This design comes from an exercise in tuning for small area on the open sky130 flow, not from production work.
In this exercise RTL edits were held to simulation tests only and were not proved equivalent to the original.
Power and IR drop assume default switching activity.

===== flow/run.sh =====
#!/bin/bash
# synth_recipe.tcl (not shown) runs the flow's synth.tcl, then flattens the netlist and writes it again
# the make line also repeats each setting of config.mk as NAME=value (left out here)
make -C /OpenROAD-flow-scripts/flow DESIGN_CONFIG=/design/flow/config.mk WORK_HOME=/design/flow/orfs CLKGATE_MAP_FILE= SYNTH_SCRIPT=/design/flow/synth_recipe.tcl finish

===== flow/config.mk =====
export PLATFORM = sky130hd
export DESIGN_NAME = block_nms_top
export DESIGN_NICKNAME = block_nms_top
export VERILOG_FILES = /design/flow/design.v
export SDC_FILE = /design/flow/constraint.sdc
export NUM_CORES = 4
export LEC_CHECK = 0
export CAP_MARGIN = 20
export CORE_MARGIN = 2
export CORE_UTILIZATION = 40
export SLEW_MARGIN = 20

===== flow/constraint.sdc =====
create_clock -name core_clock -period 8.0 [get_ports {clk}]
set_input_delay 1.6000 -clock core_clock [delete_from_list [all_inputs] [get_ports {clk}]]
set_output_delay 1.6000 -clock core_clock [all_outputs]
set_load 0.01 [all_outputs]

===== flow/design.v =====
module block_nms_top (
    input  logic       clk,
    input  logic       rst_n,
    input  logic       cfg_valid,
    input  logic [6:0] cfg_width,
    input  logic [6:0] cfg_height,
    input  logic       in_valid,
    input  logic [7:0] in_score,
    output logic       out_valid,
    output logic [7:0] out_score,
    output logic       out_last
);
    logic       armed;
    logic [5:0] wm1;         
    logic [3:0] bands_left;  
    logic [5:0] x_cnt;
    logic [1:0] y_off;
    logic accept, row_last, band_last, frame_last;
    assign accept     = in_valid && armed;
    assign row_last   = (x_cnt == wm1);
    assign band_last  = row_last && (y_off == 2'd3);
    assign frame_last = band_last && (bands_left == 4'd0);
    always_ff @(posedge clk or negedge rst_n) begin
        if (!rst_n) begin
            armed <= 1'b0;
            x_cnt <= '0;
            y_off <= '0;
        end else begin
            if (cfg_valid && !armed) begin
                armed <= 1'b1;
            end
            if (accept) begin
                if (row_last) begin
                    x_cnt <= '0;
                    y_off <= y_off + 1'b1;
                    if (frame_last) begin
                        armed <= 1'b0;
                    end
                end else begin
                    x_cnt <= x_cnt + 1'b1;
                end
            end
        end
    end
    always_ff @(posedge clk) begin
        if (cfg_valid && !armed) begin
            wm1        <= 6'(cfg_width - 7'd1);
            bands_left <= 4'(cfg_height[6:2] - 5'd1);
        end else if (accept && band_last) begin
            bands_left <= bands_left - 1'b1;
        end
    end
    logic [7:0] acc_score [16];
    logic [3:0] acc_pos   [16];
    logic [3:0] blk;
    logic       first;
    logic       upd;
    assign blk   = x_cnt[5:2];
    assign first = (y_off == 2'd0) && (x_cnt[1:0] == 2'd0);
    assign upd   = accept && (first || (in_score > acc_score[blk]));
    always_ff @(posedge clk) begin
        if (upd) begin
            acc_score[blk] <= in_score;
            acc_pos[blk]   <= {y_off, x_cnt[1:0]};
        end
    end
    logic band_done;
    logic band_end;
    always_ff @(posedge clk or negedge rst_n) begin
        if (!rst_n) begin
            band_done <= 1'b0;
            band_end  <= 1'b0;
        end else begin
            band_done <= accept && band_last;
            band_end  <= frame_last;
        end
    end
    logic [7:0] drn_score [16];
    logic [3:0] drn_pos   [16];
    logic [5:0] drn_wm1;
    always_ff @(posedge clk) begin
        if (band_done) begin
            for (int k = 0; k < 16; k++) begin
                drn_score[k] <= acc_score[k];
                drn_pos[k]   <= acc_pos[k];
            end
            drn_wm1   <= wm1;
        end
    end
    logic       active;
    logic       drn_end;
    logic [5:0] d_col;
    logic [1:0] d_row;
    logic       d_row_end, d_last;
    assign d_row_end = (d_col == drn_wm1);
    assign d_last    = d_row_end && (d_row == 2'd3);
    always_ff @(posedge clk or negedge rst_n) begin
        if (!rst_n) begin
            active  <= 1'b0;
            drn_end <= 1'b0;
            d_col   <= '0;
            d_row   <= '0;
        end else if (band_done) begin
            active  <= 1'b1;
            drn_end <= band_end;
            d_col   <= '0;
            d_row   <= '0;
        end else if (active) begin
            if (d_row_end) begin
                d_col <= '0;
                d_row <= d_row + 1'b1;
                if (d_row == 2'd3) begin
                    active <= 1'b0;
                end
            end else begin
                d_col <= d_col + 1'b1;
            end
        end
    end
    logic [7:0] rd_score;
    logic [3:0] rd_pos;
    logic       hit;
    assign rd_score = drn_score[d_col[5:2]];
    assign rd_pos   = drn_pos[d_col[5:2]];
    assign hit      = (rd_pos == {d_row, d_col[1:0]});
    logic       v_q, l_q;
    logic [7:0] s_q;
    always_ff @(posedge clk or negedge rst_n) begin
        if (!rst_n) begin
            v_q       <= 1'b0;
            l_q       <= 1'b0;
            out_valid <= 1'b0;
            out_last  <= 1'b0;
        end else begin
            v_q       <= active;
            l_q       <= active && d_last && drn_end;
            out_valid <= v_q;
            out_last  <= l_q;
        end
    end
    always_ff @(posedge clk) begin
        s_q       <= hit ? rd_score : 8'd0;
        out_score <= s_q;
    end
endmodule

==> results of run 1 <==
-- flip-flops by register name, indices dropped and copies added, names as in the netlist, 2 cells and up --
register    cells
acc_score     128
drn_score     128
acc_pos        64
drn_pos        64
out_score       8
s_q             8
d_col           6
drn_wm1         6
wm1             6
x_cnt           6
bands_left      4
d_row           2
y_off           2
-- layout by cell type, fill, tap and decap left out, types with 18 or more instances in the layout --
cell                              count
sky130_fd_sc_hd__a21oi_1             23
sky130_fd_sc_hd__edfxtp_1           400
sky130_fd_sc_hd__o21ai_0             24
sky130_fd_sc_hd__mux2i_1             45
sky130_fd_sc_hd__clkdlybuf4s50_1     31
sky130_fd_sc_hd__clkbuf_16           45
sky130_fd_sc_hd__inv_1               22
sky130_fd_sc_hd__mux4_2              43
sky130_fd_sc_hd__dfrtp_1             18
sky130_fd_sc_hd__buf_4               31
sky130_fd_sc_hd__nor2_1              43
sky130_fd_sc_hd__nand2_1             30
-- metal layers --
layer,track usage,up-vias,part of all wire
met3,0.03553,79,0.074
met4,0.05852,0,0.030
met1,0.2477,4560,0.42
met5,0,-,0
li1,-,3973,-
met2,0.2914,338,0.48
-- power groups by stage --
| stage | combinational [W] | clock [W] | sequential, W |
|---|---|---|---|
| 2_1_floorplan | 0.000875 | 0 | 0.00281 |
| 3_3_place_gp | 0.00130 | 0 | 0.00288 |
| 3_5_place_dp | 0.00131 | 0 | 0.00289 |
| 4_1_cts | 0.00131 | 0.00204 | 0.00284 |
| 5_1_grt | 0.00141 | 0.00213 | 0.00286 |
| 6_report | 0.00132 | 0.00201 | 0.00284 |
-- cells by family (layout without fill, tap and decap cells) --
logic type	count (synthesis)	count (layout)	share of synthesized area
mux	95	95	0.08716
buf+inv	72	162	0.01980
fa+ha+maj	16	16	0.01165
xor+xnor	24	24	0.01223
flops	441	441	0.7540
simple gates	180	180	0.05577
compound gates	141	141	0.05934
-- metrics by stage --
stage	total power [W]	cells	setup slack, ns	utilization	hold WS (ns)
floorplan	0.003683	969	2.649	-	0.3096
global placement	0.004187	1520	2.547	0.4331	0.3119
detailed placement	0.004197	1520	2.511	0.4331	0.3150
CTS	0.006196	1598	2.779	0.4662	0.3302
global route	0.006401	1598	2.577	0.4665	0.3317
finish	0.006160	1598	2.869	0.4665	0.3271
-- final cells by class --
cell class,instances,area share
flip-flops and latches,441,0.6599
multi-input cells,456,0.2030
clock buffers,54,0.05901
well taps,539,0.03431
repair buffers,62,0.02763
clock inverters,24,0.01197
inverters,22,0.004202
-- worst max-delay path by stage --
stage	to	slack (ns)
after CTS	acc_pos[0][0]	2.78
after floorplan	d_col[5]	2.65
after global placement	acc_pos[0][2]	2.55
after detailed placement	acc_pos[0][2]	2.51
after global routing	acc_score[8][6]	2.58
final	acc_pos[6][2]	2.87
==> summary.md, run 1 <==
The run finished with no timing, DRC or antenna violations. In this design, the stage delay of the slowest critical-path cell is 0.86 ns. The area share of the leading cell type in the synthesized netlist works out to 0.6990. Yosys mapped a number of flops with a built-in enable equal to 400. The net switching fraction of the power is 0.2870, and the power density relative to cell area is 313.4 mW/mm2. Measured in cells, the most critical reg-to-reg path has a length of 12. The first detailed-routing pass ran for 5 iterations. The endpoint identified for the worst register-to-register timing path is acc_pos[6][2]. Maximum clock path buffer count: 3. VDD sags by at most 0.1812 mV. The logs give 1011 for the net count after synthesis and 0 for the number of hold buffers added after cts. The tools report the net load switching power as 0.001768 W. The number of antenna violations at the first check in global routing was 0.

The leakage power figure was 6.243 nW. After the first detailed-routing iteration, the DRC count stood at 813. For this design, the slowest cell found on the critical path is sky130_fd_sc_hd__o22ai_2. The startpoint identified for the worst hold timing path is s_q[2]. The logs give 0.461 for the sequential fraction of design power and 70 for the post-synthesis cell type count. For the combined area of the multi-input logic cells, the log shows 0.003990 mm2.

Counting instances in the post-synthesis netlist gives the leading cell types as 400 x sky130_fd_sc_hd__edfxtp_1, 45 x sky130_fd_sc_hd__mux2i_1, 43 x sky130_fd_sc_hd__mux4_2, 43 x sky130_fd_sc_hd__nor2_1, 30 x sky130_fd_sc_hd__nand2_1. Once the clock tree was built, the setup fixing pass inserted 0 buffers. Routability-driven placement finished with a final weighted congestion of 0.7893. For the relative slew slack, the log shows 0.2886. The post-synthesis async set-or-reset flop share is 0.05669. The tools report the synthesized netlist cell count as 969. Tracing the worst setup path back leads to its startpoint at x_cnt[2]. Summing all placed instances gives a cell area of 0.01825 mm2. The clock-pin slew on the worst setup and hold paths came out at 0.06 ns.

Averaged over all synthesized cells, the footprint is 17.73 um2. Measured along the y axis, the die boundary spans 211.3 um. The count of nets left with antenna violations after detail routing is 0, and the buffer and inverter count on the worst path is 3.

The data arrival time of the critical path was 5.41 ns; the actual transition at the worst max-transition pin was 1.067 ns. Across all layers, the routed design uses 8950 vias. At the later pin of the worst-skew pair, clock insertion delay measures 0.54 ns. After floorplanning, the core was divided into 75 placement rows. The worst path needs 5.131 ns of the cycle, external delays included. The number of clock buffers inserted by TritonCTS was 44. The floorplan step set the die width to 211.3 um.

The type of the most critical hold path is flop to flop. The average routed wire per standard cell is 24.76 um, and the number of stages on the worst setup path is 12. Setup violations remaining at the end of the flow were counted as 0. The worst setup path is launched from a flop. The run gives 441 as the number of sinks handled by clock tree synthesis. Timing would allow up to 194.9 MHz. For hold timing, the worst endpoint is out_score[2].

TritonCTS built the clock tree. The worst clock skew came out at 0.01779 ns. The H-tree generated during clock tree synthesis spans 2 levels. Gates resized during post-CTS repair numbered 0. Across the run, the number of max-cap violations was 0. Once detailed placement completed, the half-perimeter wirelength came to 24.26 mm.

The kind of cell with the highest combined delay along the critical path is compound AO/OA/AOI/OAI gates. The final global-route overflow total is 0. The most frequent cell after synthesis was sky130_fd_sc_hd__edfxtp_1. Buffers placed on the I/O ports in this run total 31. For the floorplan die area, the log shows 0.04463 mm2.

The maximum fanout count along the critical path was 37. Ranked by total cell area, the synthesized netlist is headed by sky130_fd_sc_hd__edfxtp_1 70%, sky130_fd_sc_hd__mux4_2 5.6%, sky130_fd_sc_hd__dfrtp_1 3.6%. The logs give 8981 for the via count of the first global-routing pass and 0.01965 mm2 for the final standard cell area without fillers. Clock tree root buffer cell: sky130_fd_sc_hd__clkbuf_16.

36 I/O pins were placed. The critical path goes through buf_4 > mux4_2 > mux4_2 > inv_1 > ha_1 > nor2b_1 > o21a_1 > o21ai_0 > a21oi_1 > o22ai_2 > a211oi_2 > buf_4. Adding up every negative setup slack in the final design gives 0 ns.

The minimum setup slack among reg-to-reg paths came out at 2.87 ns. For the number of fillers in the final layout, the log shows 3529. The critical path is of the flop to flop type. The first global-routing pass estimated 58.31 mm of wire.

The tools report the start of the worst register-to-register path as x_cnt[2]. The synthesis-stage register bit count came out at 441. The logs give 0 for the number of design rule violations left after detail routing and 3 for the number of warnings issued by yosys.

The synthesized area came out at 0.01718 mm2. Setup repair after global routing left no endpoint under its margin. The register area share after synthesis is 0.7540, and the part of the cycle the worst path needs is 0.6414. After detailed routing, the total wire length is 39.57 mm. For the initial core utilization, the log shows 0.4078.

The nature of the critical path endpoint was a flop. From synthesis to final layout, the design area changed by 14.37%. The largest area contributor in the netlist is sky130_fd_sc_hd__edfxtp_1.

For this run, the leading register cell type out of synthesis is sky130_fd_sc_hd__edfxtp_1. Entering global routing, the biggest net connects 66 pins. The cell count of the worst hold path was 0. The logs give 0 for the number of failing hold endpoints at the final stage and 0 for the antenna cell count. The ratio of routed vias to standard cells was 5.601; the number of nets in the finished design was 1069.

The number of max-slew violations in the final report is 0, and the proportion of layout cells with a drive suffix above 1 is 0.1700. The fraction of power consumed by combinational cells was 0.214; the area of the core was 0.04213 mm2. The cell internal power dissipation was 0.004392 W; the clock network fraction of design power was 0.326. The sequential cells in the finished layout cover a total of 0.01297 mm2. The logs give 0.1806 for the global router's overall resource usage and 8.28 ns for the required time at the endpoint of the critical path.
==> run 2, diff against run 1 <==
--- a/flow/config.mk
+++ b/flow/config.mk
@@ -7,5 +7,8 @@
 export LEC_CHECK = 0
 export CAP_MARGIN = 20
 export CORE_MARGIN = 2
-export CORE_UTILIZATION = 40
+export CORE_UTILIZATION = 70
+export CTS_CLUSTER_DIAMETER = 100
+export CTS_CLUSTER_SIZE = 30
+export PLACE_DENSITY = 0.8
 export SLEW_MARGIN = 20
==> run 2 against run 1 <==
Clock power shrank 45%. Combinational power about the same. Sequential share of layout area increased by 4.2 points. Hold slack gained 0.0092 ns. Via count increased by 1.4%. Clock-buffer cell count shrank 23. Wire length down 5.5%. Non-clock buffer count down 4.
==> summary.md, run 2 <==
Counting instances in the post-synthesis netlist gives the leading cell types as 400 x sky130_fd_sc_hd__edfxtp_1, 45 x sky130_fd_sc_hd__mux2i_1, 43 x sky130_fd_sc_hd__mux4_2, 43 x sky130_fd_sc_hd__nor2_1, 30 x sky130_fd_sc_hd__nand2_1. Relative slew slack: 0.2783 (-0.01031). The quantity of I/O buffers inserted on ports came out at 31 (unchanged). For the number of antenna violations at the first check in global routing, the log shows 1 (+1).

Post-synthesis cell type count: 70 (unchanged). The cell row count is 57 (-24%), and the number of clock buffers inserted by TritonCTS is 18 (-59%). The most instantiated flip-flop cell in the synthesis netlist is sky130_fd_sc_hd__edfxtp_1. The nature of the critical path endpoint is a flop. Leaving out fill and tap cells, the most frequent cell in the layout is sky130_fd_sc_hd__edfxtp_1.

The proportion of layout cells with a drive suffix above 1 was 0.1338 (-0.03618). The run gives 8.24 ns (-0.04 ns) as the required time at the endpoint of the critical path. In this run the most critical hold path is launched from s_q[6]. The tools report the number of ports placed on the die boundary as 36 (unchanged). The tools report the end of the worst hold path as out_score[6].

Critical path's largest stage delay: 0.99 ns (+0.13 ns). The post-cts sizing count came out at 0 (unchanged). The number of nets in the finished design was 1039 (-2.8%); the post-placement setup slack was 2.610 ns (+0.09902 ns). The minimum setup slack among reg-to-reg paths was 2.86 ns (about the same). The area share of the leading cell type in the synthesized netlist was 0.6990 (unchanged).

For the final cell count without fillers, the log shows 1333 (-17%). The average routed wire per standard cell is 28.06 um (+13%). The maximum fanout count along the critical path was 25 (-32%).

The tools report the length of the first detailed-routing pass in iterations as 5 (unchanged). The final routed wirelength across all metal layers was 37.40 mm (-5.5%). The run gives 0.7540 (unchanged) as the register area share after synthesis. The floorplan die width works out to 160.7 um (-24%). Part of the cycle the worst path needs: 0.6429 (+0.001441). Logic depth of the worst register-to-register path: 10 (-2). Post-CTS setup repair buffer count: 0 (unchanged). The maximum clock path buffer count was 3 (unchanged); the actual transition at the worst max-transition pin was 1.073 ns (+0.005568 ns). The logs give 8945 (-0.40%) for the via count of the first global-routing pass and 1301 (-14%) for the cell count after placement. Number of flops mapped to enable cells by yosys: 400 (unchanged).

TritonCTS built the clock tree. The largest area contributor in the netlist is sky130_fd_sc_hd__edfxtp_1. The run gives 194.4 MHz (-0.22%) as the maximum operating frequency. The number of failing hold endpoints at the final stage is 0 (unchanged), and the highest ir drop seen on vdd is 0.4156 mV (+130%).

The category of the critical setup timing path was flop to flop. The worst register-to-register path begins at x_cnt[2]. Setup repair after global routing left no endpoint under its margin. The critical path goes through buf_4 > mux4_2 > mux4_2 > inv_1 > ha_1 > nand4_1 > a21oi_1 > o22ai_2 > a2111oi_2 > buf_4. The net count after synthesis is 1011 (unchanged), and the floorplan die area is 0.02582 mm2 (-42%).

The number of max-capacitance violations reported is 0 (unchanged), and the synthesized netlist cell count is 969 (unchanged). The vertical die dimension was 160.7 um (-24%). The largest registers in the layout are acc_score (128), drn_score (128). The global-route wire length before repair was 55.57 mm (-4.7%); the worst-case hold slack was 0.3363 ns (+0.009154 ns). The buffer and inverter count on the worst path is 3 (unchanged), and the number of fillers in the final layout is 1317 (-63%). On the critical path the largest part of the delay comes from compound AO/OA/AOI/OAI gates. Global router's overall resource usage: 0.2988 (+0.1182). In the layout the commonest cells are 400 x sky130_fd_sc_hd__edfxtp_1, 45 x sky130_fd_sc_hd__mux2i_1, 43 x sky130_fd_sc_hd__mux4_2, 43 x sky130_fd_sc_hd__nor2_1.

The estimated wirelength of the detail-placed design is 23.32 mm (-3.9%). The power density relative to cell area is 283.9 mW/mm2 (-9.4%). Ranked by total cell area, the synthesized netlist is headed by sky130_fd_sc_hd__edfxtp_1 70%, sky130_fd_sc_hd__mux4_2 5.6%, sky130_fd_sc_hd__dfrtp_1 3.6%. The path class of the tightest hold or removal check is flop to flop. The endpoint identified for the worst register-to-register timing path is acc_score[4][0].

The number of warnings issued by yosys was 3 (unchanged). For the synthesized area, the log shows 0.01718 mm2 (unchanged). The number of setup violations in the final report is 0 (unchanged). The number of hold buffers added after cts came out at 0 (unchanged). The run gives 5.788 nW (-7.3%) as the leakage power figure.

The tools report the clock latency at the later pin of the worst-skew pair as 0.54 ns (about the same). The data arrival time of the critical path came out at 5.38 ns (-0.03 ns). The total number of vias came out at 9074 (+1.4%). Count of nets left with antenna violations after detail routing: 0 (unchanged). The ratio of routed vias to standard cells works out to 6.807 (+22%). The logs give 0 (unchanged) for the antenna cell count and 0.7108 (+0.3029) for the initial core utilization. The clock-pin slew on the worst setup and hold paths is 0.11 ns (+0.05 ns). STA classifies the critical path startpoint as a flop.

The run finished with no timing, DRC or antenna violations. The setup TNS came out at 0 ns (unchanged). For the area of the core, the log shows 0.02418 mm2 (-43%). Relative to the synthesized area, the layout overhead comes to 7.500%. The worst path setup slack after routing was 2.857 ns (-0.01153 ns). The run gives 0 (unchanged) as the number of max-slew violations in the final report. The average instance area after synthesis was 17.73 um2 (unchanged); the post-synthesis async set-or-reset flop share was 0.05669 (unchanged). The worst clock skew was 0.02351 ns (+0.005720 ns).

Among all cell types in the netlist, the one instantiated most often is sky130_fd_sc_hd__edfxtp_1. The synthesis-stage register bit count was 441 (unchanged); the cell count of the worst hold path was 0 (unchanged). The utilization after layout was 0.7641 (+0.2976); the violation count after the first detailed-routing iteration was 1134 (+39%). The tree is rooted in a sky130_fd_sc_hd__clkbuf_16. The H-tree depth is 1 (-1), and the time the worst path needs with I/O delays and setup is 5.143 ns (+0.01153 ns). The slowest stage of the critical path is the sky130_fd_sc_hd__a2111oi_2 cell.

The tools report the maximum number of pins on one net before global-route repair as 74 (+12%). The number of design rule violations left after detail routing came out at 0 (unchanged). The final global-route overflow total is 0 (unchanged), and the number of sinks handled by clock tree synthesis is 441 (unchanged). The weighted congestion at the end of routability-driven global placement was 0.8260 (+4.6%).
## run 2: stage by stage
step,instance area [um2],power (W)
detailed placement,17950,0.004171
global placement,17950,0.004132
finish,18470,0.005244
global route,18470,0.005416
CTS,18480,0.005235
floorplan,17180,0.003683
## run 2: final cells by class
type                       count  area, um2  share of cell area
clock inverter                 1      11.26           0.0006096
tap                          324      405.4             0.02195
inverter                      22      82.58            0.004470
clock buffer                  31      520.5             0.02818
multi-input combinational    456       3978              0.2153
sequential                   441      12970              0.7020
timing repair buffer          58      508.0             0.02750
## run 2: worst max-delay path by stage
stage / start / to / slack (ns) / cells past startpoint
floorplan: band_done / d_col[5] / 2.65 / 5
global placement: in_score[1] / acc_pos[4][3] / 2.67 / 9
detailed placement: in_score[1] / acc_score[4][0] / 2.61 / 9
CTS: x_cnt[2] / acc_score[4][0] / 2.77 / 10
global route: x_cnt[2] / acc_score[2][3] / 2.54 / 12
finish: x_cnt[2] / acc_score[4][0] / 2.86 / 10
## run 2: power by group
part	internal (W)	switching (W)	leakage, nW
combinational	0.000519	0.000777	1.50
sequential	0.00268	0.000169	4.03
clock	0.000456	0.000644	0.254
total	0.00365	0.00159	5.79
## run 2: cells by family (layout without fill, tap and decap cells)
family | Yosys count | in the layout | share of synthesized area
buffers and inverters | 72 | 112 | 0.01980
muxes | 95 | 95 | 0.08716
DFF | 441 | 441 | 0.7540
and+or+nand+nor | 180 | 180 | 0.05577
AOI/OAI and AO/OA | 141 | 141 | 0.05934
adders and majority gates | 16 | 16 | 0.01165
xor gates and xnor gates | 24 | 24 | 0.01223
## run 2: routing by layer
layer  share of wire  up-vias  GRT usage
met5         0.00032        -          0
met4           0.040        2     0.1052
met3           0.097      108    0.04830
met2            0.50      535     0.4978
met1            0.36     4555     0.4116
li1                -     3874          -
==> run 3, diff against run 2 <==
==> flow/config.mk (replaced) <==
export PLATFORM = sky130hd
export DESIGN_NAME = block_nms_top
export DESIGN_NICKNAME = block_nms_top
export VERILOG_FILES = /design/flow/design.v
export SDC_FILE = /design/flow/constraint.sdc
export NUM_CORES = 4
export LEC_CHECK = 0
export CAP_MARGIN = 0
export CORE_MARGIN = 2
export CORE_UTILIZATION = 70
export CTS_CLUSTER_DIAMETER = 100
export CTS_CLUSTER_SIZE = 25
export PLACE_DENSITY = 0.8
export SLEW_MARGIN = 0
==> run 3 against run 2 <==
Still clean on timing, DRC and antenna. Clock skew rose by 0.0063 ns. Hold slack got worse by 0.0041 ns. Register-to-register slack improved by 0.05 ns. Via count rose by 0.13%. Maximum frequency rose by 1.0%. Wire length fell by 0.15%. Combinational power barely moved. Sequential share of layout area fell by 0.28 points. Cell count rose by 0.45%. Utilization rose by 0.31 points. Sequential power barely moved. Critical path type unchanged. Largest cell class unchanged. Largest power group unchanged.
==> summary.md, run 3 <==
The worst hold path begins at s_q[6]. The number of max-slew violations in the final report came out at 0 (unchanged). The maximum operating frequency is 196.4 MHz (+1.0%), and the relative slew slack is 0.2763 (-0.002011). The register area share after synthesis came out at 0.7540 (unchanged).

Among all flip-flop cells after synthesis, the most frequent one is sky130_fd_sc_hd__edfxtp_1. The actual transition at the worst max-transition pin came out at 1.082 ns (+0.009517 ns). The final standard cell area without fillers is 0.01855 mm2 (+0.41%), and the proportion of layout cells with a drive suffix above 1 is 0.1350 (+0.001180). The capture point of the worst reg-to-reg path was acc_score[2][3]. The highest metal layer carrying signal wires in the routed design is met4. The library cells used most frequently in the layout, excluding fill and tap cells, are 400 x sky130_fd_sc_hd__edfxtp_1, 45 x sky130_fd_sc_hd__mux2i_1, 43 x sky130_fd_sc_hd__mux4_2, 43 x sky130_fd_sc_hd__nor2_1, 31 x sky130_fd_sc_hd__clkdlybuf4s50_1.

The global router's overall resource usage is 0.2976 (-0.001237). STA classifies the critical path startpoint as a flop. The tools report the number of antenna violations at the first check in global routing as 0 (-1). The post-synthesis async set-or-reset flop share came out at 0.05669 (unchanged). For the data arrival time of the critical path, the log shows 5.38 ns (about the same). The layout overhead on the synthesized area was 7.937%; the net count after synthesis was 1011 (unchanged). For the cell count after placement, the log shows 1301 (unchanged). Clock tree root buffer cell: sky130_fd_sc_hd__clkbuf_16. The run gives 0 (unchanged) as the post-cts sizing count. Start of the worst register-to-register path: x_cnt[2].

The run gives 1 (unchanged) as the H-tree depth. The estimated wirelength of the detail-placed design came out at 23.32 mm (unchanged). The power density relative to cell area was 285.9 mW/mm2 (+0.72%); the number of design rule violations left after detail routing was 0 (unchanged). The run gives 18.70 mm (-0.15%) as the amount of wire on met2 after detailed routing. In the post-synthesis netlist, the biggest area contributors are sky130_fd_sc_hd__edfxtp_1 70%, sky130_fd_sc_hd__mux4_2 5.6%, sky130_fd_sc_hd__dfrtp_1 3.6%. The antenna cell count is 0 (unchanged). The maximum clock path buffer count is 3 (unchanged). The tools report the nature of the critical path endpoint as a flop. The number of failing hold endpoints at the final stage came out at 0 (unchanged). Largest area contributor in the netlist: sky130_fd_sc_hd__edfxtp_1.

Setup repair after global routing left no endpoint under its margin. The area share of the leading cell type in the synthesized netlist came out at 0.6990 (unchanged). The run finished with no timing, DRC or antenna violations.

The number of max-capacitance violations reported came out at 0 (unchanged). The synthesis-stage register bit count was 441 (unchanged). The area taken by flip-flops and latches is 0.01297 mm2 (unchanged). The worst hold path belongs to the class flop to flop. The count of nets left with antenna violations after detail routing came out at 0 (unchanged).

The logs give 8933 (-0.13%) for the via count of the first global-routing pass and 3 (unchanged) for the number of warnings issued by yosys. The floorplan die area is 0.02582 mm2 (unchanged), and the number of fillers in the final layout is 1311 (-0.46%). Number of flops mapped to enable cells by yosys: 400 (unchanged). For the post-CTS setup repair buffer count, the log shows 0 (unchanged). Leaving out fill and tap cells, the most frequent cell in the layout is sky130_fd_sc_hd__edfxtp_1. Weighted congestion at the end of routability-driven global placement: 0.8260 (unchanged).

The tools report the global-route wire length before repair as 55.48 mm (-0.16%). The run gives 0.02418 mm2 (unchanged) as the area of the core. The average instance area after synthesis came out at 17.73 um2 (unchanged).

For the number of hold buffers added after cts, the log shows 0 (unchanged). The run gives 0 (unchanged) as the number of setup violations in the final report. The logs give 0.01718 mm2 (unchanged) for the synthesized area and 0.003978 mm2 (unchanged) for the combined area of the multi-input logic cells. The run gives 1339 (+0.45%) as the final cell count without fillers. The highest ir drop seen on vdd was 0.3078 mV (-26%).

By count the netlist is led by 400 x sky130_fd_sc_hd__edfxtp_1, 45 x sky130_fd_sc_hd__mux2i_1, 43 x sky130_fd_sc_hd__mux4_2, 43 x sky130_fd_sc_hd__nor2_1, 30 x sky130_fd_sc_hd__nand2_1. The part of the cycle the worst path needs came out at 0.6365 (-0.006342). The logs give 0.55 ns (about the same) for the clock latency at the later pin of the worst-skew pair and 3.873 mm (+6.5%) for the sum of met3 wire segment lengths after detailed routing. The run gives 0.7108 (unchanged) as the initial core utilization. The average routed wire per standard cell works out to 27.89 um (-0.59%).

The path with the worst hold slack has its endpoint at out_score[6]. The number of nets in the finished design was 1042 (+0.29%). The synthesized netlist cell count is 969 (unchanged). For the cell area after placement, the log shows 0.01795 mm2 (unchanged). The worst setup path is of the flop to flop kind.

The tools report the number of sinks handled by clock tree synthesis as 441 (unchanged). The ratio of routed vias to standard cells came out at 6.786 (-0.32%). The largest registers in the layout are acc_score (128), drn_score (128). The setup TNS is 0 ns (unchanged), and the cell row count is 57 (unchanged).

The maximum number of pins on one net before global-route repair was 74 (unchanged). The total number of vias was 9086 (+0.13%). The tools report the final routed wirelength across all metal layers as 37.35 mm (-0.15%). The final global-route overflow total was 0 (unchanged); the time the worst path needs with I/O delays and setup was 5.092 ns (-0.05074 ns).

The tools report the post-synthesis cell type count as 70 (unchanged). The vertical die dimension is 160.7 um (unchanged). Violation count after the first detailed-routing iteration: 1125 (-0.79%). Among all cell types in the netlist, the one instantiated most often is sky130_fd_sc_hd__edfxtp_1.

The met1 routed wirelength after detailed routing was 13.48 mm (-0.47%); the maximum fanout count along the critical path was 25 (unchanged). Floorplan die width: 160.7 um (unchanged). The logs give 2.91 ns (+0.05 ns) for the minimum setup slack among reg-to-reg paths and 8.29 ns (+0.05 ns) for the required time at the endpoint of the critical path. Clock-pin slew on the worst setup and hold paths: 0.09 ns (-0.02 ns).

The logic depth of the worst register-to-register path is 12 (+2), and the length of the first detailed-routing pass in iterations is 5 (unchanged). The cell count of the worst hold path is 0 (unchanged). The run gives 0.02982 ns (+0.006307 ns) as the worst clock skew. TritonCTS built the clock tree.

For the leakage power figure, the log shows 5.821 nW (+0.56%). For the number of ports placed on the die boundary, the log shows 36 (unchanged). The number of clock buffers inserted by TritonCTS was 21 (+3); the quantity of I/O buffers inserted on ports was 31 (unchanged).
[run 3: where the power goes]
group / switching [W] / total, W / internal (W) / leakage (nW)
combinational: 0.000773 / 0.00129 / 0.000519 / 1.50
clock: 0.000658 / 0.00116 / 0.000506 / 0.287
sequential: 0.000168 / 0.00285 / 0.00268 / 4.03
[run 3: worst max path at each step]
stage | endpoint | start | depth (start not counted) | slack [ns]
after global routing | acc_score[2][3] | x_cnt[2] | 12 | 2.56
final | acc_score[2][3] | x_cnt[2] | 12 | 2.91
after CTS | acc_pos[4][0] | x_cnt[2] | 10 | 2.88
after global placement | acc_pos[4][3] | in_score[1] | 9 | 2.67
after detailed placement | acc_score[4][0] | in_score[1] | 9 | 2.61
after floorplan | d_col[5] | band_done | 5 | 2.65
[run 3: through the flow]
step	hold slack [ns]	power (W)	setup slack, ns	util
6_report	0.3322	0.005303	2.908	0.7672
5_1_grt	0.3414	0.005481	2.560	0.7672
4_1_cts	0.3353	0.005302	2.882	0.7672
3_5_place_dp	0.3138	0.004171	2.610	0.7423
3_3_place_gp	0.3107	0.004132	2.668	0.7423
2_1_floorplan	0.3096	0.003683	2.649	-
[run 3: layer usage]
| metal | vias up | track usage |
|---|---|---|
| li1 | 3903 | - |
| met1 | 4590 | 0.4097 |
| met2 | 503 | 0.4967 |
| met3 | 90 | 0.05398 |
| met4 | 0 | 0.09378 |
| met5 | - | 0 |
[run 3: area by class of cell]
| type | count | share of cell area |
|---|---|---|
| clock inverter | 2 | 0.001079 |
| inverter | 22 | 0.004452 |
| sequential | 441 | 0.6991 |
| timing repair buffer | 58 | 0.02766 |
| multi-input combinational | 456 | 0.2144 |
| tap | 324 | 0.02186 |
| clock buffer | 36 | 0.03137 |
[run 3: cells by family (layout without fill, tap and decap cells)]
kind of cell,after synthesis,after routing,share of synthesized area
AO/OA/AOI/OAI,141,141,0.05934
XOR/XNOR,24,24,0.01223
flip-flops,441,441,0.7540
AND/OR/NAND/NOR,180,180,0.05577
multiplexers,95,95,0.08716
buffers and inverters,72,118,0.01980
adder cells (fa/ha/maj),16,16,0.01165
[run 3: critical path: stages (launching register included)]
cell and delay, ns:
sky130_fd_sc_hd__dfrtp_2 0.97, sky130_fd_sc_hd__buf_4 0.49, sky130_fd_sc_hd__mux4_2 0.54, sky130_fd_sc_hd__mux4_2 0.49, sky130_fd_sc_hd__inv_1 0.08, sky130_fd_sc_hd__ha_1 0.23
sky130_fd_sc_hd__a21oi_1 0.13, sky130_fd_sc_hd__nor2b_1 0.05, sky130_fd_sc_hd__o21ai_0 0.15, sky130_fd_sc_hd__nand2b_1 0.09, sky130_fd_sc_hd__o22ai_2 0.77, sky130_fd_sc_hd__a211oi_2 0.47
sky130_fd_sc_hd__buf_4 0.33
==> run 4, diff against run 3 <==
--- a/flow/design.v
+++ b/flow/design.v
@@ -10,32 +10,24 @@
     output logic [7:0] out_score,
     output logic       out_last
 );
-    logic       armed;
     logic [5:0] wm1;         
     logic [3:0] bands_left;  
     logic [5:0] x_cnt;
     logic [1:0] y_off;
     logic accept, row_last, band_last, frame_last;
-    assign accept     = in_valid && armed;
+    assign accept     = in_valid;
     assign row_last   = (x_cnt == wm1);
     assign band_last  = row_last && (y_off == 2'd3);
     assign frame_last = band_last && (bands_left == 4'd0);
     always_ff @(posedge clk or negedge rst_n) begin
         if (!rst_n) begin
-            armed <= 1'b0;
             x_cnt <= '0;
             y_off <= '0;
         end else begin
-            if (cfg_valid && !armed) begin
-                armed <= 1'b1;
-            end
             if (accept) begin
                 if (row_last) begin
                     x_cnt <= '0;
                     y_off <= y_off + 1'b1;
-                    if (frame_last) begin
-                        armed <= 1'b0;
-                    end
                 end else begin
                     x_cnt <= x_cnt + 1'b1;
                 end
@@ -43,7 +35,7 @@
         end
     end
     always_ff @(posedge clk) begin
-        if (cfg_valid && !armed) begin
+        if (cfg_valid) begin
             wm1        <= 6'(cfg_width - 7'd1);
             bands_left <= 4'(cfg_height[6:2] - 5'd1);
         end else if (accept && band_last) begin
@@ -69,12 +61,11 @@
     always_ff @(posedge clk or negedge rst_n) begin
         if (!rst_n) begin
             band_done <= 1'b0;
-            band_end  <= 1'b0;
         end else begin
             band_done <= accept && band_last;
-            band_end  <= frame_last;
         end
     end
+    assign band_end = (bands_left == 4'hf);
     logic [7:0] drn_score [16];
     logic [3:0] drn_pos   [16];
     logic [5:0] drn_wm1;
==> flow/config.mk (replaced) <==
export PLATFORM = sky130hd
export DESIGN_NAME = block_nms_top
export DESIGN_NICKNAME = block_nms_top
export VERILOG_FILES = /design/flow/design.v
export SDC_FILE = /design/flow/constraint.sdc
export NUM_CORES = 4
export LEC_CHECK = 0
export ABC_AREA = 1
export CAP_MARGIN = 20
export CORE_MARGIN = 2
export CORE_UTILIZATION = 75
export CTS_CLUSTER_DIAMETER = 100
export CTS_CLUSTER_SIZE = 30
export PLACE_DENSITY = 0.85
export SLEW_MARGIN = 20
==> run 4 against run 3 <==
Still clean on timing, DRC and antenna. Combinational power is 9% higher. Power is 2.7% higher. Synthesized area is 3.0% lower. Clock power is 5% lower. Hold slack better by 0.0058 ns. Clock skew is 0.010 ns lower. Critical path type unchanged.
==> summary.md, run 4 <==
The logs give 0.53 ns (-0.02 ns) for the clock latency at the later pin of the worst-skew pair and 54 (-5.3%) for the cell row count. The via count of the first global-routing pass was 9565 (+7.1%); the highest ir drop seen on vdd was 0.3004 mV (-2.4%). For the cell internal power dissipation, the log shows 0.003625 W (-2.1%). After detailed routing, no signal wire sits above met4. Number of warnings issued by yosys: 3 (unchanged). The area share of the leading cell type in the synthesized netlist came out at 0.7207 (+0.02167). In this run the critical register-to-register path is captured at acc_pos[9][0].

The run gives 0.2734 (-0.002841) as the relative slew slack. The worst register-to-register path begins at x_cnt[2]. The net switching fraction of the power was 0.3344 (+0.03292); the number of hold buffers added after cts was 0 (unchanged). The tools report the length of the first detailed-routing pass in iterations as 7 (+2). The logs give 37.02 mm (-0.87%) for the final routed wirelength across all metal layers and 1186 (+17%) for the net count after synthesis. The number of nets in the finished design was 1227 (+18%).

For the number of failing hold endpoints at the final stage, the log shows 0 (unchanged). The logs give 56.07 mm (+1.1%) for the global-route wire length before repair and 36 (unchanged) for the number of ports placed on the die boundary. The estimated wirelength of the detail-placed design was 24.00 mm (+2.9%); the final standard cell area without fillers was 0.01790 mm2 (-3.5%). The weighted congestion at the end of routability-driven global placement is 0.8469 (+2.5%), and the ratio of routed vias to standard cells is 6.591 (-2.9%). The tools report the net load switching power as 0.001821 W (+14%). The cell area after placement was 0.01737 mm2 (-3.2%); the vertical die dimension was 153.1 um (-4.7%). Time the worst path needs with I/O delays and setup: 5.581 ns (+0.4893 ns). The tools report the floorplan die area as 0.02343 mm2 (-9.2%). The type of the most critical hold path was flop to flop. In the synthesized netlist the dominant register cell turns out to be sky130_fd_sc_hd__edfxtp_1. The tree is rooted in a sky130_fd_sc_hd__clkbuf_16. The tools report the clock network fraction of design power as 0.202 (-0.017).

The critical path in this run is classified as flop to flop. The run gives 0.539 (+0.002) as the sequential fraction of design power. The average routed wire per standard cell is 25.07 um (-10%). The number of max-slew violations in the final report was 0 (unchanged); the quantity of I/O buffers inserted on ports was 31 (unchanged). The library cell used most frequently in the layout, excluding fill and tap cells, is sky130_fd_sc_hd__edfxtp_1. The synthesized netlist cell count is 1144 (+18%). The data arrival time of the critical path is 5.82 ns (+0.44 ns).

The actual transition at the worst max-transition pin is 1.086 ns (+0.003642 ns), and the minimum setup slack among reg-to-reg paths is 2.42 ns (-0.49 ns). Floorplan die width: 153.1 um (-4.7%). The post-synthesis async set-or-reset flop share is 0.05239 (-0.004298). The sum of met3 wire segment lengths after detailed routing is 4.688 mm (+21%), and the part of the cycle the worst path needs is 0.6977 (+0.06116). The top cell types in the final layout, fill and taps aside, are 400 x sky130_fd_sc_hd__edfxtp_1, 235 x sky130_fd_sc_hd__nand2_1, 74 x sky130_fd_sc_hd__nor2_1, 64 x sky130_fd_sc_hd__a22oi_1, 52 x sky130_fd_sc_hd__nand3_1. The logs give 35 (-50%) for the post-synthesis cell type count and 8.24 ns (-0.05 ns) for the required time at the endpoint of the critical path. The register area share after synthesis was 0.7744 (+0.02038); the average instance area after synthesis was 14.57 um2 (-18%).

The combined area of the multi-input logic cells is 0.003428 mm2 (-14%), and the maximum clock path buffer count is 3 (unchanged). For the initial core utilization, the log shows 0.7637 (+0.05297). The tools report the antenna cell count as 0 (unchanged). The most common cell in the synthesized netlist is sky130_fd_sc_hd__edfxtp_1. The proportion of layout cells with a drive suffix above 1 works out to 0.07937 (-0.05561).

The number of max-capacitance violations reported was 0 (unchanged). By count the netlist is led by 400 x sky130_fd_sc_hd__edfxtp_1, 235 x sky130_fd_sc_hd__nand2_1, 78 x sky130_fd_sc_hd__nor2_1. The tools report the number of design rule violations left after detail routing as 0 (unchanged).

The power density relative to cell area works out to 304.3 mW/mm2 (+6.4%). The number of clock buffers inserted by TritonCTS was 18 (-14%); the logic depth of the worst register-to-register path was 14 (+2). The count of nets left with antenna violations after detail routing was 0 (unchanged). Setup repair after global routing left no endpoint under its margin. Worst clock skew: 0.01954 ns (-0.01028 ns). The synthesis-stage register bit count is 439 (-0.45%), and the met1 routed wirelength after detailed routing is 13.17 mm (-2.3%). The H-tree depth was 1 (unchanged); the post-cts sizing count was 0 (unchanged). The area growth from synthesis to layout is 7.380%. By area the synthesized netlist is led by sky130_fd_sc_hd__edfxtp_1 72%, sky130_fd_sc_hd__nand2_1 5.3%, sky130_fd_sc_hd__dfrtp_1 3.5%. The run gives 0 (unchanged) as the final global-route overflow total. The setup TNS is 0 ns (unchanged). The tools report the kind of launch point of the worst setup path as a flop. The maximum number of pins on one net before global-route repair is 77 (+4.1%).

The run gives 0 (unchanged) as the number of setup violations in the final report. The logs give 0.3380 ns (+0.005823 ns) for the worst-case hold slack and 439 (-0.45%) for the number of sinks handled by clock tree synthesis. The number of flops mapped to enable cells by yosys is 400 (unchanged). The flow ran to the end and the layout has no timing, DRC or antenna violations. The area taken by flip-flops and latches is 0.01291 mm2 (-0.43%), and the post-CTS setup repair buffer count is 0 (unchanged).

The number of antenna violations at the first check in global routing was 0 (unchanged). TritonCTS built the clock tree. The largest total area in the synthesized netlist belongs to sky130_fd_sc_hd__edfxtp_1.

The tools report the overall power consumption as 0.005446 W (+2.7%). The synthesized area is 0.01667 mm2 (-3.0%). The global router's overall resource usage is 0.3228 (+0.02519), and the maximum operating frequency is 179.2 MHz (-8.8%). The tools report the critical path startpoint as x_cnt[2].

The largest registers in the layout are acc_score (128), drn_score (128). The run gives 1063 (-19%) as the number of fillers in the final layout. The area of the core was 0.02182 mm2 (-9.7%); the fraction of power consumed by combinational cells was 0.259 (+0.015). The violation count after the first detailed-routing iteration was 1435 (+28%). The clock-pin slew on the worst setup and hold paths came out at 0.11 ns (+0.02 ns).

STA classifies the critical path endpoint as a flop. The maximum fanout count along the critical path was 19 (-24%). Following the worst setup path forward leads to its endpoint at acc_pos[9][0]. The leakage power figure is 6.175 nW (+6.1%), and the amount of wire on met2 after detailed routing is 18.26 mm (-2.3%). The total number of vias was 9735 (+7.1%). The utilization after layout was 0.8201 (+0.05292).
-- run 4: kinds of logic after synthesis --
group           share of synthesized area
mux                              0.001802
buf+inv                           0.02305
simple gates                       0.1207
xor+xnor                          0.01051
flops                              0.7744
fa+ha+maj                         0.01201
compound gates                    0.05750
-- run 4: per-stage QoR --
stage                     instances  setup slack, ns
after floorplan                1144            2.178
after global placement         1445            2.833
after detailed placement       1445            2.598
after CTS                      1477            2.605
after global routing           1477            2.115
final                          1477            2.419
-- run 4: per-layer routing --
metal  vias up  GRT usage
met3        77    0.04621
met5         -          0
met2       692     0.5338
met1      4734     0.4712
met4         0    0.07584
li1       4232          -
-- run 4: power by group through the flow --
stage / Clock [W] / Combinational [W] / Sequential, W
floorplan: 0 / 0.000905 / 0.00288
global placement: 0 / 0.00130 / 0.00297
detailed placement: 0 / 0.00137 / 0.00298
CTS: 0.00109 / 0.00138 / 0.00293
global route: 0.00117 / 0.00152 / 0.00295
finish: 0.00110 / 0.00141 / 0.00294
-- run 4: final cells by class --
cell class | count | share of cell area
repair buffers | 52 | 0.02587
well taps | 280 | 0.01957
multi-input cells | 622 | 0.1916
flip-flops and latches | 439 | 0.7214
inverters | 52 | 0.01161
clock inverters | 1 | 0.0009088
clock buffers | 31 | 0.02908
-- run 4: worst min path at each step --
stage / from / end / slack (ns) / depth (start not counted)
after CTS: s_q[5] / out_score[5] / 0.34 / 0
after global placement: s_q[6] / out_score[6] / 0.31 / 0
after global routing: s_q[5] / out_score[5] / 0.34 / 0
after detailed placement: s_q[1] / out_score[1] / 0.31 / 0
after floorplan: s_q[0] / out_score[0] / 0.31 / 0
final: s_q[1] / out_score[1] / 0.34 / 0
-- run 4: critical path, stage by stage (launching register included) --
cell and delay [ns]:
sky130_fd_sc_hd__dfrtp_1 0.62, sky130_fd_sc_hd__nand2_1 0.35, sky130_fd_sc_hd__inv_1 0.76, sky130_fd_sc_hd__buf_4 0.37, sky130_fd_sc_hd__a22oi_1 0.12, sky130_fd_sc_hd__a21boi_0 0.51, sky130_fd_sc_hd__nor4_1 0.13, sky130_fd_sc_hd__ha_1 0.33
sky130_fd_sc_hd__nand2_1 0.07, sky130_fd_sc_hd__o21ai_0 0.22, sky130_fd_sc_hd__a21oi_1 0.11, sky130_fd_sc_hd__o21ai_0 0.15, sky130_fd_sc_hd__nand2_1 0.46, sky130_fd_sc_hd__nor2_1 0.77, sky130_fd_sc_hd__buf_4 0.30
==> run 5, diff against run 4 <==
==> flow/flow/run.sh (new file) <==
#!/bin/bash
# The standard layout, with one change to synthesis: ABC maps the
# combinational logic with an area-oriented script (flow/abc_area.script)
# instead of ORFS's. Registers, flattening and renaming are the standard
# synthesis's, since only the ABC script differs.
set -e -o pipefail
W=$PWD

# a private copy of the ORFS scripts with the ABC script replaced
rm -rf "$W/scripts"
cp -r "$FLOW_HOME/scripts" "$W/scripts"
cp "$W/flow/abc_area.script" "$W/scripts/abc_area.script"
export SCRIPTS_DIR="$W/scripts"

bash standard.sh > "$W/standard.log" 2>&1
==> flow/flow/abc_area.script (new file) <==
strash
ifraig
dc2
strash
&get -n
&dch -f
&nf -a -R 1000
&put
topo
==> flow/standard.sh (new file) <==
#!/bin/bash
# synth_recipe.tcl (not shown) runs the flow's synth.tcl, then flattens the netlist and writes it again
# the make line also repeats each setting of config.mk as NAME=value (left out here)
make -C /OpenROAD-flow-scripts/flow DESIGN_CONFIG=/design/flow/config.mk WORK_HOME=/design/flow/orfs CLKGATE_MAP_FILE= SYNTH_SCRIPT=/design/flow/synth_recipe.tcl "${@:-finish}"
removed: flow/run.sh
==> run 5 against run 4 <==
Maximum frequency fell by 0.23%. Power fell by 4.2%. Highest routed layer unchanged. Largest cell class unchanged. Synthesized cell count fell by 26%. Still clean on timing, DRC and antenna. Worst setup slack got worse by 0.013 ns. Design area fell by 4.5%. Sequential share of layout area rose by 3.4 points. Utilization rose by 2.2 points. First-iteration DRC count rose by 16%. Hold slack got worse by 0.0018 ns. Die area fell by 6.3%. Flip-flop and latch count did not move. Critical endpoint is now acc_pos[2][1].
==> summary.md, run 5 <==
The relative slew slack came out at 0.1372 (-0.1362). Number of max-slew violations in the final report: 0 (unchanged). Clock tree root buffer cell: sky130_fd_sc_hd__clkbuf_16. The part of the cycle the worst path needs is 0.6993 (+0.001586), and the antenna cell count is 0 (unchanged). STA classifies the critical path startpoint as a flop. The synthesis-stage register bit count came out at 439 (unchanged).

In the post-synthesis netlist, the biggest area contributors are sky130_fd_sc_hd__edfxtp_1 77%, sky130_fd_sc_hd__a22oi_1 3.9%, sky130_fd_sc_hd__dfrtp_1 3.7%. The post-synthesis xor/xnor area fraction works out to 0.01179 (+0.001283). The weighted congestion at the end of routability-driven global placement is 0.9133 (+7.8%), and the floorplan die width is 148.2 um (-3.2%). For the number of clock buffers inserted by TritonCTS, the log shows 18 (unchanged). For the register area share after synthesis, the log shows 0.8276 (+0.05318). The tools report the sequential fraction of design power as 0.548 (+0.009). Setup repair after global routing left no endpoint under its margin. The tools report the global-route wire length before repair as 57.42 mm (+2.4%). The tools report the net load switching power as 0.001649 W (-9.5%).

The synthesized design spends more area on one cell type than any other, namely sky130_fd_sc_hd__edfxtp_1. The run gives 912 (-14%) as the number of fillers in the final layout. The logs give 0.3015 mV (+0.35%) for the highest ir drop seen on vdd and 23.77 mm (-0.98%) for the estimated wirelength of the detail-placed design.

Cell count of the worst hold path: 0 (unchanged). The worst hold path belongs to the class flop to flop. Layout overhead on the synthesized area: 9.627%. The logs give 0.3727 (+0.04994) for the global router's overall resource usage and 52 (-3.7%) for the cell row count. The setup TNS was 0 ns (unchanged); the number of nets in the finished design was 978 (-20%).

STA classifies the critical path endpoint as a flop. TritonCTS built the clock tree. The via count of the first global-routing pass came out at 9152 (-4.3%). The average routed wire per standard cell was 32.52 um (+30%); the number of failing hold endpoints at the final stage was 0 (unchanged). Final routed wirelength across all metal layers: 39.61 mm (+7.0%). The logs give 5.439 nW (-12%) for the leakage power figure and 3 (unchanged) for the maximum clock path buffer count. After synthesis, the most frequently instantiated cells are 400 x sky130_fd_sc_hd__edfxtp_1, 81 x sky130_fd_sc_hd__a22oi_1, 62 x sky130_fd_sc_hd__nor2_1. The post-synthesis share of cell area spent on and, or, nand and nor gates was 0.04581 (-0.07490). Power density relative to cell area: 305.3 mW/mm2 (+0.32%).

The number of ports placed on the die boundary was 36 (unchanged). The number of max-capacitance violations reported is 0 (unchanged), and the length of the first detailed-routing pass in iterations is 9 (+2). The H-tree depth was 1 (unchanged). The detailed router used layers up to and including met4. The largest registers in the layout are acc_score (128), drn_score (128). The sum of met3 wire segment lengths after detailed routing is 6.557 mm (+40%), and the met1 routed wirelength after detailed routing is 12.18 mm (-7.5%). The category of the critical setup timing path was flop to flop. Clock latency at the later pin of the worst-skew pair: 0.54 ns (about the same).

The average instance area after synthesis works out to 18.31 um2 (+26%). The most common cell after layout, fill and taps aside was sky130_fd_sc_hd__edfxtp_1. For the required time at the endpoint of the critical path, the log shows 8.23 ns (about the same). The post-synthesis async set-or-reset flop share came out at 0.05239 (unchanged).

The data arrival time of the critical path is 5.82 ns (about the same), and the net count after synthesis is 894 (-25%). The logs give 1663 (+16%) for the violation count after the first detailed-routing iteration and 0 (unchanged) for the number of setup violations in the final report. The number of hold buffers added after cts was 0 (unchanged). The post-synthesis cell type count was 35 (unchanged); the cell internal power dissipation was 0.003571 W (-1.5%). The synthesized-area fraction occupied by adder cells came out at 0.01284 (+0.0008248). The worst-case hold slack came out at 0.3362 ns (-0.001817 ns).

Logic depth of the worst register-to-register path: 17 (+3). Count of nets left with antenna violations after detail routing: 0 (unchanged). The area of the core came out at 0.02030 mm2 (-7.0%). Maximum fanout count along the critical path: 18 (-1). The tools report the floorplan die area as 0.02196 mm2 (-6.3%). By area, the combinational part of the netlist is dominated by compound AO/OA/AOI/OAI gates.

The amount of wire on met2 after detailed routing is 18.82 mm (+3.1%). The number of design rule violations left after detail routing is 0 (unchanged), and the net switching fraction of the power is 0.3158 (-0.01858). The proportion of layout cells with a drive suffix above 1 was 0.07595 (-0.003416); the combined area of the multi-input logic cells was 0.002684 mm2 (-22%).

The initial core utilization was 0.7683 (+0.004575). Portion of netlist area occupied by mux cells: 0.003851 (+0.002049). The actual transition at the worst max-transition pin was 1.293 ns (+0.2069 ns); the area taken by flip-flops and latches was 0.01291 mm2 (unchanged).

The most instantiated flip-flop cell in the synthesis netlist is sky130_fd_sc_hd__edfxtp_1. The most common cell in the synthesized netlist is sky130_fd_sc_hd__edfxtp_1. The tools report the synthesized area as 0.01560 mm2 (-6.4%).

The vertical die dimension was 148.2 um (-3.2%). The share of the synthesized area in compound gates (AO/OA/AOI/OAI) works out to 0.09330 (+0.03580). The number of warnings issued by yosys came out at 3 (unchanged). The fraction of power consumed by combinational cells is 0.240 (-0.019).

The clock network fraction of design power is 0.212 (+0.010), and the post-CTS setup repair buffer count is 0 (unchanged). The post-cts sizing count was 0 (unchanged); the total number of vias was 9086 (-6.7%). The maximum operating frequency was 178.8 MHz (-0.23%). In the layout the commonest cells are 400 x sky130_fd_sc_hd__edfxtp_1, 81 x sky130_fd_sc_hd__a22oi_1, 52 x sky130_fd_sc_hd__nor2_1, 39 x sky130_fd_sc_hd__a21oi_1, 38 x sky130_fd_sc_hd__a222oi_1.

The area share of the leading cell type in the synthesized netlist was 0.7702 (+0.04949); the number of flops mapped to enable cells by yosys was 400 (unchanged). The run finished with no timing, DRC or antenna violations. The ratio of routed vias to standard cells is 7.460 (+13%).

The worst clock skew was 0.02099 ns (+0.001451 ns); the maximum number of pins on one net before global-route repair was 88 (+14%). The run gives 1 (+1) as the number of antenna violations at the first check in global routing. The synthesized netlist cell count was 852 (-26%).

The number of sinks handled by clock tree synthesis was 439 (unchanged); the final global-route overflow total was 0 (unchanged). The time the worst path needs with I/O delays and setup works out to 5.594 ns (+0.01269 ns). The clock-pin slew on the worst setup and hold paths is 0.11 ns (about the same).

The quantity of I/O buffers inserted on ports works out to 31 (unchanged).
[run 5: cell count changes after synthesis, moves of 10 or more]
cell	change
sky130_fd_sc_hd__nand2_1	-201
sky130_fd_sc_hd__inv_1	-48
sky130_fd_sc_hd__a222oi_1	+38
sky130_fd_sc_hd__nand3_1	-31
sky130_fd_sc_hd__a21boi_0	-21
sky130_fd_sc_hd__nor2_2	-21
sky130_fd_sc_hd__clkinv_1	+20
sky130_fd_sc_hd__clkbuf_1	-19
sky130_fd_sc_hd__a21oi_1	+18
sky130_fd_sc_hd__a22oi_1	+17
sky130_fd_sc_hd__nor2_1	-16
sky130_fd_sc_hd__a221oi_1	+14
sky130_fd_sc_hd__nand4_1	-14
sky130_fd_sc_hd__o21ai_0	-10
[run 5: final timing paths]
path / slack [ns] / end / start
max: 2.41 / acc_pos[2][1] / x_cnt[3]
min: 0.34 / out_score[4] / s_q[4]
max reg2reg: 2.41 / acc_pos[2][1] / x_cnt[3]
min reg2reg: 0.34 / out_score[4] / s_q[4]
max in group asynchronous: 6.58 / band_done / rst_n
min in group asynchronous: 1.03 / y_off[1] / rst_n
[run 5: metal layers]
layer	track usage	up-vias
met2	0.5917	915
li1	-	3671
met5	0	-
met3	0.1006	149
met1	0.4968	4351
met4	0.1705	0
[run 5: power groups by stage]
stage | Combinational [W] | Sequential [W] | Clock, W
floorplan | 0.000644 | 0.00286 | 0
global placement | 0.00110 | 0.00289 | 0
detailed placement | 0.00117 | 0.00291 | 0
CTS | 0.00120 | 0.00285 | 0.00110
global route | 0.00130 | 0.00288 | 0.00116
finish | 0.00125 | 0.00286 | 0.00111
[run 5: cell families (layout without fill, tap and decap cells)]
family                   Yosys count  count (layout)
AO/OA/AOI/OAI                    192             192
XOR/XNOR                          21              21
adder cells (fa/ha/maj)           16              16
buffers and inverters             20             116
flip-flops                       439             439
multiplexers                       6               6
AND/OR/NAND/NOR                  158             158
[run 5: layout make-up]
| cell class | count | area share |
|---|---|---|
| tap | 270 | 0.01976 |
| inverter | 20 | 0.004391 |
| multi-input combinational | 393 | 0.1570 |
| sequential | 439 | 0.7551 |
| timing repair buffer | 64 | 0.03235 |
| clock inverter | 1 | 0.0009513 |
| clock buffer | 31 | 0.03044 |
[run 5: critical path, cell delays in order (launching register included)]
cell                       delay, ns
sky130_fd_sc_hd__dfrtp_1        0.43
sky130_fd_sc_hd__clkinv_1       0.19
sky130_fd_sc_hd__nor2_2         0.74
sky130_fd_sc_hd__buf_4          0.42
sky130_fd_sc_hd__a22oi_1        0.15
sky130_fd_sc_hd__a21oi_1        0.16
sky130_fd_sc_hd__nor4_1         0.12
sky130_fd_sc_hd__ha_1           0.33
sky130_fd_sc_hd__a21o_1         0.14
sky130_fd_sc_hd__a21oi_1        0.07
sky130_fd_sc_hd__o21ai_0        0.22
sky130_fd_sc_hd__nand2b_1       0.11
sky130_fd_sc_hd__a31oi_1        0.30
sky130_fd_sc_hd__a21oi_1        0.07
sky130_fd_sc_hd__nor2b_1        0.36
sky130_fd_sc_hd__nand2_1        0.20
sky130_fd_sc_hd__nor2_1         0.87
sky130_fd_sc_hd__buf_4          0.38
[run 5: per-stage QoR]
stage / setup slack [ns] / total power, W / cell area (um2) / util / instances
4_1_cts: 2.696 / 0.005149 / 17100 / 0.8423 / 1218
5_1_grt: 2.297 / 0.005343 / 17100 / 0.8423 / 1218
3_5_place_dp: 2.492 / 0.004078 / 16560 / 0.8158 / 1186
3_3_place_gp: 2.525 / 0.003988 / 16560 / 0.8158 / 1186
2_1_floorplan: 1.942 / 0.003506 / 15600 / - / 852
6_report: 2.406 / 0.005220 / 17100 / 0.8423 / 1218
==> run 6, diff against run 5 <==
--- a/flow/design.v
+++ b/flow/design.v
@@ -58,12 +58,8 @@
     end
     logic band_done;
     logic band_end;
-    always_ff @(posedge clk or negedge rst_n) begin
-        if (!rst_n) begin
-            band_done <= 1'b0;
-        end else begin
-            band_done <= accept && band_last;
-        end
+    always_ff @(posedge clk) begin
+        band_done <= accept && band_last;
     end
     assign band_end = (bands_left == 4'hf);
     logic [7:0] drn_score [16];
@@ -87,12 +83,15 @@
     assign d_last    = d_row_end && (d_row == 2'd3);
     always_ff @(posedge clk or negedge rst_n) begin
         if (!rst_n) begin
-            active  <= 1'b0;
-            drn_end <= 1'b0;
-            d_col   <= '0;
-            d_row   <= '0;
+            active <= 1'b0;
         end else if (band_done) begin
-            active  <= 1'b1;
+            active <= 1'b1;
+        end else if (active && d_last) begin
+            active <= 1'b0;
+        end
+    end
+    always_ff @(posedge clk) begin
+        if (band_done) begin
             drn_end <= band_end;
             d_col   <= '0;
             d_row   <= '0;
@@ -100,9 +99,6 @@
             if (d_row_end) begin
                 d_col <= '0;
                 d_row <= d_row + 1'b1;
-                if (d_row == 2'd3) begin
-                    active <= 1'b0;
-                end
             end else begin
                 d_col <= d_col + 1'b1;
             end
@@ -116,20 +112,11 @@
     assign hit      = (rd_pos == {d_row, d_col[1:0]});
     logic       v_q, l_q;
     logic [7:0] s_q;
-    always_ff @(posedge clk or negedge rst_n) begin
-        if (!rst_n) begin
-            v_q       <= 1'b0;
-            l_q       <= 1'b0;
-            out_valid <= 1'b0;
-            out_last  <= 1'b0;
-        end else begin
-            v_q       <= active;
-            l_q       <= active && d_last && drn_end;
-            out_valid <= v_q;
-            out_last  <= l_q;
-        end
-    end
     always_ff @(posedge clk) begin
+        v_q       <= active;
+        l_q       <= active && d_last && drn_end;
+        out_valid <= v_q;
+        out_last  <= l_q;
         s_q       <= hit ? rd_score : 8'd0;
         out_score <= s_q;
     end
==> flow/flow/run.sh (replaced) <==
#!/bin/bash
# The standard layout with two changes:
# - synthesis: ABC maps the combinational logic with an area-oriented script
#   (flow/abc_area.script) instead of ORFS's. Registers, flattening and
#   renaming are the standard synthesis's, since only the ABC script differs.
# - placement: every input and output port still gets a buffer, but the
#   smallest one (buf_1); repair_design sizes it up where a net needs it.
set -e -o pipefail
W=$PWD

# a private copy of the ORFS scripts with the ABC script replaced
rm -rf "$W/scripts"
cp -r "$FLOW_HOME/scripts" "$W/scripts"
cp "$W/flow/abc_area.script" "$W/scripts/abc_area.script"
export SCRIPTS_DIR="$W/scripts"

export BUFFER_PORTS_ARGS="-buffer_cell sky130_fd_sc_hd__buf_1"

bash standard.sh > "$W/standard.log" 2>&1
==> run 6 against run 5 <==
Worst setup slack improved by 0.089 ns. Utilization shrank 1.1 points. Non-clock buffer count down 1. Clock power about the same. Clock skew rose by 0.0011 ns. Critical path type unchanged. Largest cell class unchanged. Highest routed layer unchanged.
==> summary.md, run 6 <==
The global router's overall resource usage is 0.3520 (-0.02072), and the post-placement setup slack is 2.817 ns (+0.3244 ns). For the area of the core, the log shows 0.02030 mm2 (unchanged). The category of the critical setup timing path is flop to flop.

Type of the most critical hold path: flop to flop. The number of flops mapped to enable cells by yosys is 401 (+0.25%), and the data arrival time of the critical path is 5.74 ns (-0.08 ns). The highest ir drop seen on vdd is 0.2401 mV (-20%), and the maximum fanout count along the critical path is 33 (+15). The count of nets left with antenna violations after detail routing was 0 (unchanged). The floorplan die width was 147.9 um (-0.21%). The maximum number of pins on one net before global-route repair was 98 (+11%). The number of ports placed on the die boundary is 36 (unchanged), and the length of the first detailed-routing pass in iterations is 6 (-3). The net count after synthesis is 881 (-1.5%). The most common cell in the synthesized netlist is sky130_fd_sc_hd__edfxtp_1. Combined area of the multi-input logic cells: 0.002708 mm2 (+0.89%). Cell row count: 52 (unchanged). Number of design rule violations left after detail routing: 0 (unchanged). The largest registers in the layout are acc_score (128), drn_score (128). The number of max-capacitance violations reported was 0 (unchanged); the synthesized netlist cell count was 839 (-1.5%). The number of sinks handled by clock tree synthesis was 439 (unchanged); the post-CTS setup repair buffer count was 0 (unchanged). The tools report the register area share after synthesis as 0.8273 (about the same). The worst path setup slack after routing was 2.495 ns (+0.08899 ns). The maximum clock path buffer count came out at 3 (unchanged). Maximum operating frequency: 181.7 MHz (+1.6%). For the weighted congestion at the end of routability-driven global placement, the log shows 0.8931 (-2.2%). The number of max-slew violations in the final report was 0 (unchanged). The most instantiated flip-flop cell in the synthesis netlist was sky130_fd_sc_hd__edfxtp_1. The run gives 0 ns (unchanged) as the setup TNS. The ratio of routed vias to standard cells is 7.380 (-1.1%), and the global-route wire length before repair is 54.25 mm (-5.5%).

The synthesized area was 0.01553 mm2 (-0.43%). The library cells used most frequently in the layout, excluding fill and tap cells, are 401 x sky130_fd_sc_hd__edfxtp_1, 87 x sky130_fd_sc_hd__a22oi_1, 40 x sky130_fd_sc_hd__a21oi_1, 37 x sky130_fd_sc_hd__a222oi_1, 34 x sky130_fd_sc_hd__nor2_1. The worst setup path is launched from a flop. The final routed wirelength across all metal layers is 37.60 mm (-5.1%), and the number of hold buffers added after cts is 0 (unchanged).

The estimated wirelength of the detail-placed design was 22.09 mm (-7.1%). The library cell used most frequently in the layout, excluding fill and tap cells, is sky130_fd_sc_hd__edfxtp_1. In this run the clock root is driven by a sky130_fd_sc_hd__clkbuf_16.

Quantity of I/O buffers inserted on ports: 31 (unchanged). The H-tree depth is 1 (unchanged), and the area share of the leading cell type in the synthesized netlist is 0.7754 (+0.005285). Average routed wire per standard cell: 31.23 um (-4.0%). The clock-pin slew on the worst setup and hold paths works out to 0.11 ns (about the same). The actual transition at the worst max-transition pin was 1.087 ns (-0.2062 ns); the clock latency at the later pin of the worst-skew pair was 0.54 ns (about the same). The run gives 0.01687 mm2 (-1.3%) as the final standard cell area without fillers. The leakage power figure is 5.286 nW (-2.8%), and the proportion of layout cells with a drive suffix above 1 is 0.07824 (+0.002293). The number of antenna violations at the first check in global routing is 0 (-1), and the post-synthesis cell type count is 39 (+11%).

Utilization after layout: 0.8309 (-0.01134). The worst-case hold slack is 0.3365 ns (+0.0003440 ns). The logs give 8885 (-2.2%) for the total number of vias and 8.23 ns (about the same) for the required time at the endpoint of the critical path.

The cell area after placement is 0.01632 mm2 (-1.4%). Capture point of the worst reg-to-reg path: acc_score[5][5]. The run gives 0.01285 mm2 (-0.46%) as the area taken by flip-flops and latches.

The number of fillers in the final layout is 941 (+3.2%). The post-synthesis async set-or-reset flop share came out at 0.02050 (-0.03189). TritonCTS built the clock tree.

After synthesis, the cell types taking the most area are sky130_fd_sc_hd__edfxtp_1 78%, sky130_fd_sc_hd__a22oi_1 4.2%, sky130_fd_sc_hd__dfxtp_1 3.7%. The critical path startpoint is x_cnt[3]. sky130_fd_sc_hd__edfxtp_1 takes more of the synthesized area than any other cell. The logs give 964 (-1.4%) for the number of nets in the finished design and 3 (unchanged) for the number of warnings issued by yosys. The minimum setup slack among reg-to-reg paths was 2.49 ns (+0.09 ns). The part of the cycle the worst path needs came out at 0.6881 (-0.01112). For the via count of the first global-routing pass, the log shows 8666 (-5.3%). The power density relative to cell area was 298.8 mW/mm2 (-2.1%); the initial core utilization was 0.7650 (-0.003328). The violation count after the first detailed-routing iteration is 1614 (-2.9%), and the number of setup violations in the final report is 0 (unchanged). The synthesis-stage register bit count works out to 439 (unchanged). The nature of the critical path endpoint is a flop.

The logs give 0 (unchanged) for the number of failing hold endpoints at the final stage and 0.02211 ns (+0.001118 ns) for the worst clock skew. The most critical setup path has its endpoint at acc_score[5][5]. After synthesis, the most frequently instantiated cells are 401 x sky130_fd_sc_hd__edfxtp_1, 87 x sky130_fd_sc_hd__a22oi_1, 46 x sky130_fd_sc_hd__nor2_1. Vertical die dimension: 147.9 um (-0.21%). The relative slew slack was 0.2749 (+0.1376). The logic depth of the worst register-to-register path was 15 (-2); the number of clock buffers inserted by TritonCTS was 18 (unchanged). The run gives 0 (unchanged) as the post-cts sizing count. Setup repair after global routing left no endpoint under its margin.

For the floorplan die area, the log shows 0.02187 mm2 (-0.42%). Average instance area after synthesis: 18.51 um2 (+1.1%). The start of the worst register-to-register path is x_cnt[3].

From synthesis to final layout, the design area changed by 8.621%. The run finished with no timing, DRC or antenna violations. The final global-route overflow total was 0 (unchanged); the time the worst path needs with I/O delays and setup was 5.505 ns (-0.08899 ns).
## run 6: per-layer routing
metal,GRT usage,up-vias,share of wire
met3,0.09012,141,0.15
met5,0,-,0
met1,0.4847,4309,0.33
met4,0.1429,0,0.046
li1,-,3644,-
met2,0.5558,791,0.47
## run 6: through the flow
| step | total power (W) | instances |
|---|---|---|
| after global routing | 0.005163 | 1203 |
| after global placement | 0.003866 | 1172 |
| after detailed placement | 0.003936 | 1172 |
| after floorplan | 0.003439 | 839 |
| final | 0.005040 | 1204 |
| after CTS | 0.004981 | 1203 |
## run 6: worst min-delay path by stage
stage,to,depth (start not counted),slack (ns),from
2_1_floorplan,out_last,0,0.31,l_q
3_3_place_gp,out_last,0,0.31,l_q
3_5_place_dp,out_score[7],0,0.31,s_q[7]
4_1_cts,out_score[1],0,0.34,s_q[1]
5_1_grt,out_score[7],0,0.34,s_q[7]
6_report,out_score[7],0,0.34,s_q[7]
## run 6: worst max-delay path, stage by stage (launching register included)
cell and delay, ns:
sky130_fd_sc_hd__dfrtp_1 0.50, sky130_fd_sc_hd__clkinv_1 0.21, sky130_fd_sc_hd__nor2_4 0.83, sky130_fd_sc_hd__a22oi_1 0.27
sky130_fd_sc_hd__a21oi_1 0.25, sky130_fd_sc_hd__nor4_1 0.14, sky130_fd_sc_hd__ha_1 0.32, sky130_fd_sc_hd__nand3_1 0.13
sky130_fd_sc_hd__o211ai_1 0.20, sky130_fd_sc_hd__a21oi_1 0.10, sky130_fd_sc_hd__o211ai_1 0.20, sky130_fd_sc_hd__o31ai_1 0.16
sky130_fd_sc_hd__a21oi_1 0.40, sky130_fd_sc_hd__nand2_1 0.19, sky130_fd_sc_hd__nor2_1 0.89, sky130_fd_sc_hd__buf_4 0.37
## run 6: final cells by class
cell class | count | area share
inverters | 19 | 0.004228
multi-input cells | 381 | 0.1605
flip-flops and latches | 439 | 0.7619
clock inverters | 1 | 0.0009643
clock buffers | 30 | 0.03064
diodes | 1 | 0.0001484
well taps | 270 | 0.02003
repair buffers | 63 | 0.02159
## run 6: power breakdown
group          internal [W]  total, W  leakage (nW)  switching (W)
Clock              0.000454   0.00109         0.254       0.000640
Sequential          0.00270   0.00285          3.97       0.000150
Combinational      0.000341   0.00110          1.07       0.000757
## run 6: cells by family (layout without fill, tap and decap cells)
kind of cell | after synthesis | count (layout) | share of synthesized area
DFF | 439 | 439 | 0.8273
AOI/OAI and AO/OA | 199 | 199 | 0.09693
and+or+nand+nor | 139 | 139 | 0.04254
xor gates and xnor gates | 21 | 21 | 0.01184
buffers and inverters | 19 | 113 | 0.004593
adders and majority gates | 16 | 16 | 0.01289
muxes | 6 | 6 | 0.003868
other | 0 | 1 | 0
